What follows belongs to an exercise in optimizing a design on an open flow for small area, a short achievable clock period and few clock cycles; a production flow would make more cautious choices. The RTL was checked by simulation tests, not by an equivalence proof against the original design. No activity file was given, so power comes from the tool's default toggle rates.

juniper:
// prime_sieve_ctrl
module prime_sieve_ctrl #(
  parameter int N      = 1024,
  parameter int ADDR_W = 10,
  parameter int CNT_W  = 10
) (
  input  logic              Clock,
  input  logic              Reset_n,
  input  logic              Start,
  input  logic              En,
  output logic              Busy,
  output logic              Done,
  output logic              PrimeValid,
  output logic [ADDR_W-1:0] Prime,
  output logic [CNT_W-1:0]  PrimeCount
);
==> module prime_sieve_ctrl, before the edit <==
module prime_sieve_ctrl #(
  parameter int N      = 1024,
  parameter int ADDR_W = 10,
  parameter int CNT_W  = 10
) (
  input  logic              Clock,
  input  logic              Reset_n,
  input  logic              Start,
  input  logic              En,
  output logic              Busy,
  output logic              Done,
  output logic              PrimeValid,
  output logic [ADDR_W-1:0] Prime,
  output logic [CNT_W-1:0]  PrimeCount
);
  localparam logic [7:0] LAST = 8'd172;    
  function automatic logic [2:0] skip_at(input logic [7:0] i);
    case (i)
      8'd1: skip_at = 3'd7;
      8'd8: skip_at = 3'd1;
      8'd10: skip_at = 3'd1;
      8'd14: skip_at = 3'd1;
      8'd15: skip_at = 3'd1;
      8'd17: skip_at = 3'd1;
      8'd20: skip_at = 3'd1;
      8'd22: skip_at = 3'd1;
      8'd23: skip_at = 3'd2;
      8'd29: skip_at = 3'd4;
      8'd31: skip_at = 3'd1;
      8'd33: skip_at = 3'd2;
      8'd35: skip_at = 3'd1;
      8'd36: skip_at = 3'd1;
      8'd38: skip_at = 3'd1;
      8'd39: skip_at = 3'd1;
      8'd41: skip_at = 3'd2;
      8'd45: skip_at = 3'd3;
      8'd46: skip_at = 3'd3;
      8'd50: skip_at = 3'd1;
      8'd52: skip_at = 3'd2;
      8'd53: skip_at = 3'd1;
      8'd54: skip_at = 3'd1;
      8'd55: skip_at = 3'd1;
      8'd57: skip_at = 3'd1;
      8'd60: skip_at = 3'd2;
      8'd61: skip_at = 3'd4;
      8'd65: skip_at = 3'd4;
      8'd66: skip_at = 3'd1;
      8'd67: skip_at = 3'd2;
      8'd70: skip_at = 3'd1;
      8'd71: skip_at = 3'd2;
      8'd72: skip_at = 3'd1;
      8'd73: skip_at = 3'd1;
      8'd75: skip_at = 3'd1;
      8'd76: skip_at = 3'd2;
      8'd78: skip_at = 3'd2;
      8'd79: skip_at = 3'd2;
      8'd81: skip_at = 3'd2;
      8'd83: skip_at = 3'd1;
      8'd85: skip_at = 3'd1;
      8'd86: skip_at = 3'd2;
      8'd90: skip_at = 3'd3;
      8'd91: skip_at = 3'd2;
      8'd93: skip_at = 3'd2;
      8'd95: skip_at = 3'd1;
      8'd96: skip_at = 3'd3;
      8'd98: skip_at = 3'd5;
      8'd99: skip_at = 3'd1;
      8'd100: skip_at = 3'd2;
      8'd101: skip_at = 3'd1;
      8'd102: skip_at = 3'd1;
      8'd104: skip_at = 3'd1;
      8'd105: skip_at = 3'd2;
      8'd106: skip_at = 3'd1;
      8'd107: skip_at = 3'd1;
      8'd109: skip_at = 3'd1;
      8'd110: skip_at = 3'd1;
      8'd113: skip_at = 3'd3;
      8'd114: skip_at = 3'd2;
      8'd117: skip_at = 3'd1;
      8'd118: skip_at = 3'd1;
      8'd120: skip_at = 3'd3;
      8'd122: skip_at = 3'd1;
      8'd123: skip_at = 3'd2;
      8'd124: skip_at = 3'd2;
      8'd125: skip_at = 3'd2;
      8'd126: skip_at = 3'd2;
      8'd127: skip_at = 3'd2;
      8'd128: skip_at = 3'd1;
      8'd129: skip_at = 3'd1;
      8'd131: skip_at = 3'd2;
      8'd132: skip_at = 3'd1;
      8'd134: skip_at = 3'd2;
      8'd136: skip_at = 3'd4;
      8'd137: skip_at = 3'd2;
      8'd138: skip_at = 3'd3;
      8'd140: skip_at = 3'd2;
      8'd144: skip_at = 3'd2;
      8'd145: skip_at = 3'd4;
      8'd149: skip_at = 3'd4;
      8'd153: skip_at = 3'd6;
      8'd155: skip_at = 3'd2;
      8'd156: skip_at = 3'd2;
      8'd157: skip_at = 3'd2;
      8'd159: skip_at = 3'd1;
      8'd160: skip_at = 3'd1;
      8'd161: skip_at = 3'd4;
      8'd163: skip_at = 3'd1;
      8'd164: skip_at = 3'd1;
      8'd165: skip_at = 3'd2;
      8'd166: skip_at = 3'd1;
      8'd167: skip_at = 3'd3;
      8'd169: skip_at = 3'd1;
      default: skip_at = 3'd0;
    endcase
  endfunction
  function automatic logic [4:0] step_at(input logic pos, input logic [2:0] code);
    case ({pos, code})
      4'd0: step_at = {4'd1, 1'b1};
      4'd1: step_at = {4'd3, 1'b0};
      4'd2: step_at = {4'd4, 1'b1};
      4'd3: step_at = {4'd6, 1'b0};
      4'd4: step_at = {4'd7, 1'b1};
      4'd5: step_at = {4'd9, 1'b0};
      4'd6: step_at = {4'd10, 1'b1};
      4'd7: step_at = {4'd1, 1'b0};
      4'd8: step_at = {4'd2, 1'b0};
      4'd9: step_at = {4'd3, 1'b1};
      4'd10: step_at = {4'd5, 1'b0};
      4'd11: step_at = {4'd6, 1'b1};
      4'd12: step_at = {4'd8, 1'b0};
      4'd13: step_at = {4'd9, 1'b1};
      4'd14: step_at = {4'd11, 1'b0};
      4'd15: step_at = {4'd0, 1'b0};
      default: step_at = 5'd0;
    endcase
  endfunction
  logic [7:0] idx_q;       
  logic [8:0] half_q;      
  logic       busy_q, done_q;
  logic       pos_q;       
  logic [2:0] code_q;      
  logic [4:0] step_s;
  assign step_s = step_at(pos_q, code_q);
  always_ff @(posedge Clock or negedge Reset_n) begin
    if (!Reset_n) begin
      idx_q  <= '0;
      half_q <= '0;
      busy_q <= 1'b0;
      done_q <= 1'b0;
      pos_q  <= 1'b0;
      code_q <= '0;
    end else if (En) begin
      if (busy_q) begin
        if (idx_q == LAST) begin
          busy_q <= 1'b0;
          done_q <= 1'b1;
        end else begin
          idx_q  <= idx_q + 8'd1;
          half_q <= half_q + {5'd0, step_s[4:1]};
          pos_q  <= step_s[0];
          code_q <= skip_at(idx_q);
        end
      end else if (Start) begin
        idx_q  <= 8'd1;
        half_q <= 9'd1;
        pos_q  <= 1'b1;
        code_q <= 3'd7;
        busy_q <= 1'b1;
        done_q <= 1'b0;
      end
    end
  end
  assign Busy       = busy_q;
  assign Done       = done_q;
  assign PrimeValid = busy_q & En;
  assign Prime      = {half_q, (idx_q[7:1] != 7'd0)};
  assign PrimeCount = {2'b00, idx_q};
endmodule
==> flow/config.mk <==
export PLATFORM = sky130hd
export DESIGN_NAME = prime_sieve_ctrl
export DESIGN_NICKNAME = prime_sieve_ctrl
export VERILOG_FILES = /design/flow/design.v
export SDC_FILE = /design/flow/constraint.sdc
export NUM_CORES = 4
export LEC_CHECK = 0
export CAP_MARGIN = 20
export CORE_MARGIN = 2
export CORE_UTILIZATION = 40
export SETUP_SLACK_MARGIN = 3.4
export SLEW_MARGIN = 20
==> flow/constraint.sdc <==
create_clock -name core_clock -period 6.5 [get_ports {Clock}]
set_input_delay 1.3000 -clock core_clock [delete_from_list [all_inputs] [get_ports {Clock}]]
set_output_delay 1.3000 -clock core_clock [all_outputs]
set_load 0.01 [all_outputs]
standard.sh (not shown) runs the stock make flow with config.mk's settings and CLKGATE_MAP_FILE= SYNTH_SCRIPT=/design/flow/synth_recipe.tcl, a recipe that flattens the netlist after the stock synthesis.
==> flow/flow/run.sh <==
#!/bin/bash
# Own layout flow: the standard ORFS flow (standard.sh) with
#  - synthesis: the standard script, but without Yosys's full-adder extraction
#    and with ABC's default liberty mapping in place of ORFS's speed script;
#    registers, their names and cell types are those of the standard synthesis;
#  - every port still buffered, with sky130_fd_sc_hd__buf_1 as the port buffer;
#  - CTS without dummy loads.
# Each tool's full output goes to a log file in the work folder.
set -euo pipefail
W=$(pwd)
export MY_ABC_D=${MY_ABC_D:-3000}
bash standard.sh SYNTH_SCRIPT="$W/flow/synth.tcl" ADDER_MAP_FILE= synth > "$W/synth.log" 2>&1
bash standard.sh \
  "BUFFER_PORTS_ARGS=-buffer_cell sky130_fd_sc_hd__buf_1" \
  "CTS_ARGS=-sink_clustering_enable -repair_clock_nets -dont_use_dummy_load" \
  finish > "$W/layout.log" 2>&1
==> flow/flow/synth.tcl <==
# Standard synthesis (synth_recipe.tcl) with ABC's default liberty mapping in
# place of ORFS's speed script.
proc synth {args} { yosys synth -nofsm -noshare {*}$args }

proc abc {args} {
  set keep {}
  set skip 0
  foreach a $args {
    if {$skip} { set skip 0; continue }
    if {$a eq "-script" || $a eq "-D"} { set skip 1; continue }
    lappend keep $a
  }
  if {[info exists ::env(MY_ABC_SCRIPT)] && $::env(MY_ABC_SCRIPT) ne ""} {
    set keep [concat [list -script $::env(MY_ABC_SCRIPT)] $keep]
  }
  if {[info exists ::env(MY_ABC_D)] && $::env(MY_ABC_D) ne ""} {
    lappend keep -D $::env(MY_ABC_D)
  }
  puts "my abc: $keep"
  yosys abc {*}$keep
}
source $::env(SCRIPTS_DIR)/synth.tcl
# left out here: clear keep_hierarchy, flatten, clean up, hide names made inside functions, write 1_2_yosys.v
Testbench counts of juniper, summed over its fixed seeds: cycles 2,080.
Relative to juniper, the following input files were edited for xenon:
==> flow/design.v <==
module prime_sieve_ctrl #(
  parameter int N      = 1024,
  parameter int ADDR_W = 10,
  parameter int CNT_W  = 10
) (
  input  logic              Clock,
  input  logic              Reset_n,
  input  logic              Start,
  input  logic              En,
  output logic              Busy,
  output logic              Done,
  output logic              PrimeValid,
  output logic [ADDR_W-1:0] Prime,
  output logic [CNT_W-1:0]  PrimeCount
);
  localparam logic [7:0] IDX_DONE = 8'd173;    
  function automatic logic [2:0] skip_at(input logic [7:0] i);
    case (i)
      8'd1: skip_at = 3'd7;
      8'd8: skip_at = 3'd1;
      8'd10: skip_at = 3'd1;
      8'd14: skip_at = 3'd1;
      8'd15: skip_at = 3'd1;
      8'd17: skip_at = 3'd1;
      8'd20: skip_at = 3'd1;
      8'd22: skip_at = 3'd1;
      8'd23: skip_at = 3'd2;
      8'd29: skip_at = 3'd4;
      8'd31: skip_at = 3'd1;
      8'd33: skip_at = 3'd2;
      8'd35: skip_at = 3'd1;
      8'd36: skip_at = 3'd1;
      8'd38: skip_at = 3'd1;
      8'd39: skip_at = 3'd1;
      8'd41: skip_at = 3'd2;
      8'd45: skip_at = 3'd3;
      8'd46: skip_at = 3'd3;
      8'd50: skip_at = 3'd1;
      8'd52: skip_at = 3'd2;
      8'd53: skip_at = 3'd1;
      8'd54: skip_at = 3'd1;
      8'd55: skip_at = 3'd1;
      8'd57: skip_at = 3'd1;
      8'd60: skip_at = 3'd2;
      8'd61: skip_at = 3'd4;
      8'd65: skip_at = 3'd4;
      8'd66: skip_at = 3'd1;
      8'd67: skip_at = 3'd2;
      8'd70: skip_at = 3'd1;
      8'd71: skip_at = 3'd2;
      8'd72: skip_at = 3'd1;
      8'd73: skip_at = 3'd1;
      8'd75: skip_at = 3'd1;
      8'd76: skip_at = 3'd2;
      8'd78: skip_at = 3'd2;
      8'd79: skip_at = 3'd2;
      8'd81: skip_at = 3'd2;
      8'd83: skip_at = 3'd1;
      8'd85: skip_at = 3'd1;
      8'd86: skip_at = 3'd2;
      8'd90: skip_at = 3'd3;
      8'd91: skip_at = 3'd2;
      8'd93: skip_at = 3'd2;
      8'd95: skip_at = 3'd1;
      8'd96: skip_at = 3'd3;
      8'd98: skip_at = 3'd5;
      8'd99: skip_at = 3'd1;
      8'd100: skip_at = 3'd2;
      8'd101: skip_at = 3'd1;
      8'd102: skip_at = 3'd1;
      8'd104: skip_at = 3'd1;
      8'd105: skip_at = 3'd2;
      8'd106: skip_at = 3'd1;
      8'd107: skip_at = 3'd1;
      8'd109: skip_at = 3'd1;
      8'd110: skip_at = 3'd1;
      8'd113: skip_at = 3'd3;
      8'd114: skip_at = 3'd2;
      8'd117: skip_at = 3'd1;
      8'd118: skip_at = 3'd1;
      8'd120: skip_at = 3'd3;
      8'd122: skip_at = 3'd1;
      8'd123: skip_at = 3'd2;
      8'd124: skip_at = 3'd2;
      8'd125: skip_at = 3'd2;
      8'd126: skip_at = 3'd2;
      8'd127: skip_at = 3'd2;
      8'd128: skip_at = 3'd1;
      8'd129: skip_at = 3'd1;
      8'd131: skip_at = 3'd2;
      8'd132: skip_at = 3'd1;
      8'd134: skip_at = 3'd2;
      8'd136: skip_at = 3'd4;
      8'd137: skip_at = 3'd2;
      8'd138: skip_at = 3'd3;
      8'd140: skip_at = 3'd2;
      8'd144: skip_at = 3'd2;
      8'd145: skip_at = 3'd4;
      8'd149: skip_at = 3'd4;
      8'd153: skip_at = 3'd6;
      8'd155: skip_at = 3'd2;
      8'd156: skip_at = 3'd2;
      8'd157: skip_at = 3'd2;
      8'd159: skip_at = 3'd1;
      8'd160: skip_at = 3'd1;
      8'd161: skip_at = 3'd4;
      8'd163: skip_at = 3'd1;
      8'd164: skip_at = 3'd1;
      8'd165: skip_at = 3'd2;
      8'd166: skip_at = 3'd1;
      8'd167: skip_at = 3'd3;
      8'd169: skip_at = 3'd1;
      8'd171: skip_at = 3'd7;
      default: skip_at = 3'd0;
    endcase
  endfunction
  function automatic logic [4:0] step_at(input logic pos, input logic [2:0] code);
    case ({pos, code})
      4'd0: step_at = {4'd1, 1'b1};
      4'd1: step_at = {4'd3, 1'b0};
      4'd2: step_at = {4'd4, 1'b1};
      4'd3: step_at = {4'd6, 1'b0};
      4'd4: step_at = {4'd7, 1'b1};
      4'd5: step_at = {4'd9, 1'b0};
      4'd6: step_at = {4'd10, 1'b1};
      4'd7: step_at = {4'd1, 1'b0};
      4'd8: step_at = {4'd2, 1'b0};
      4'd9: step_at = {4'd3, 1'b1};
      4'd10: step_at = {4'd5, 1'b0};
      4'd11: step_at = {4'd6, 1'b1};
      4'd12: step_at = {4'd8, 1'b0};
      4'd13: step_at = {4'd9, 1'b1};
      4'd14: step_at = {4'd11, 1'b0};
      4'd15: step_at = {4'd0, 1'b0};
      default: step_at = 5'd0;
    endcase
  endfunction
  logic [7:0] idx_q;       
  logic [8:0] half_q;      
  logic       pos_q;       
  logic [2:0] code_q;      
  logic       busy_s, done_s;
  logic [4:0] step_s;
  assign done_s = (idx_q == IDX_DONE);
  assign busy_s = (idx_q != 8'd0) && !done_s;
  assign step_s = step_at(pos_q, code_q);
  always_ff @(posedge Clock or negedge Reset_n) begin
    if (!Reset_n) begin
      idx_q  <= '0;
      half_q <= '0;
      pos_q  <= 1'b0;
      code_q <= '0;
    end else if (En) begin
      if (busy_s) begin
        idx_q  <= idx_q + 8'd1;
        half_q <= half_q + {5'd0, step_s[4:1]};
        pos_q  <= step_s[0];
        code_q <= skip_at(idx_q);
      end else if (Start) begin
        idx_q  <= 8'd1;
        half_q <= 9'd1;
        pos_q  <= 1'b1;
        code_q <= 3'd7;
      end
    end
  end
  assign Busy       = busy_s;
  assign Done       = done_s;
  assign PrimeValid = busy_s & En;
  assign Prime      = {half_q, (idx_q[7:1] != 7'd0)};
  assign PrimeCount = {2'b00, idx_q[7:1], idx_q[0] & !done_s};
endmodule
Findings:
- Number of maximum-capacitance constraint violations of xenon is on par with juniper.
- Summary: with juniper as the reference, non-clock buffer count in xenon moved up by more than half.
- Critical path depth ended up 4 higher on xenon than on juniper.
- Summary of xenon over juniper: post-synthesis average cell area -0.91%, sequential share of cell area has decreased, detailed-routing iteration count for the pre-antenna-repair pass picked up an extra 1, synthesized cell area went up 21 um2.
- Relative contribution of combinational cells to total power up 12 points in xenon wrt juniper
Testbench counts of xenon, summed over its fixed seeds: cycles 2,080.

==> afterwards: timing with drivers on the ports <==
The flow's constraints put no driver on any port. The routed layouts listed below were extracted and timed again, unchanged, in two steps. Step 1, drivers: a clkbuf_16 drives Clock and a buf_2 each remaining input, both assumed. Step 2, shift: input delay + t, output delay - t, t = (earliest + latest rising clock arrival at the registers) / 2. This alone moves slack from input paths to output paths. Three values: ideal ports, drivers, drivers and shift; two values: the first two.
run | t, ns | setup WS [ns] | worst hold slack (ns) | slew at the worst register clock pin (ns) | cell pins on the clock port's net
juniper | 0.279 | 3.478 / 3.455 / 3.455 | 0.535 / 0.535 / 0.535 | 0.07 / 0.07 | 1
xenon | 0.280 | 3.460 / 3.434 / 3.452 | 0.477 / 0.477 / 0.477 | 0.07 / 0.07 | 1
After both steps every run listed still meets setup and hold. The setup slack of juniper, which loses most, moves by -0.023 ns with the drivers and by -0.023 ns with both steps.
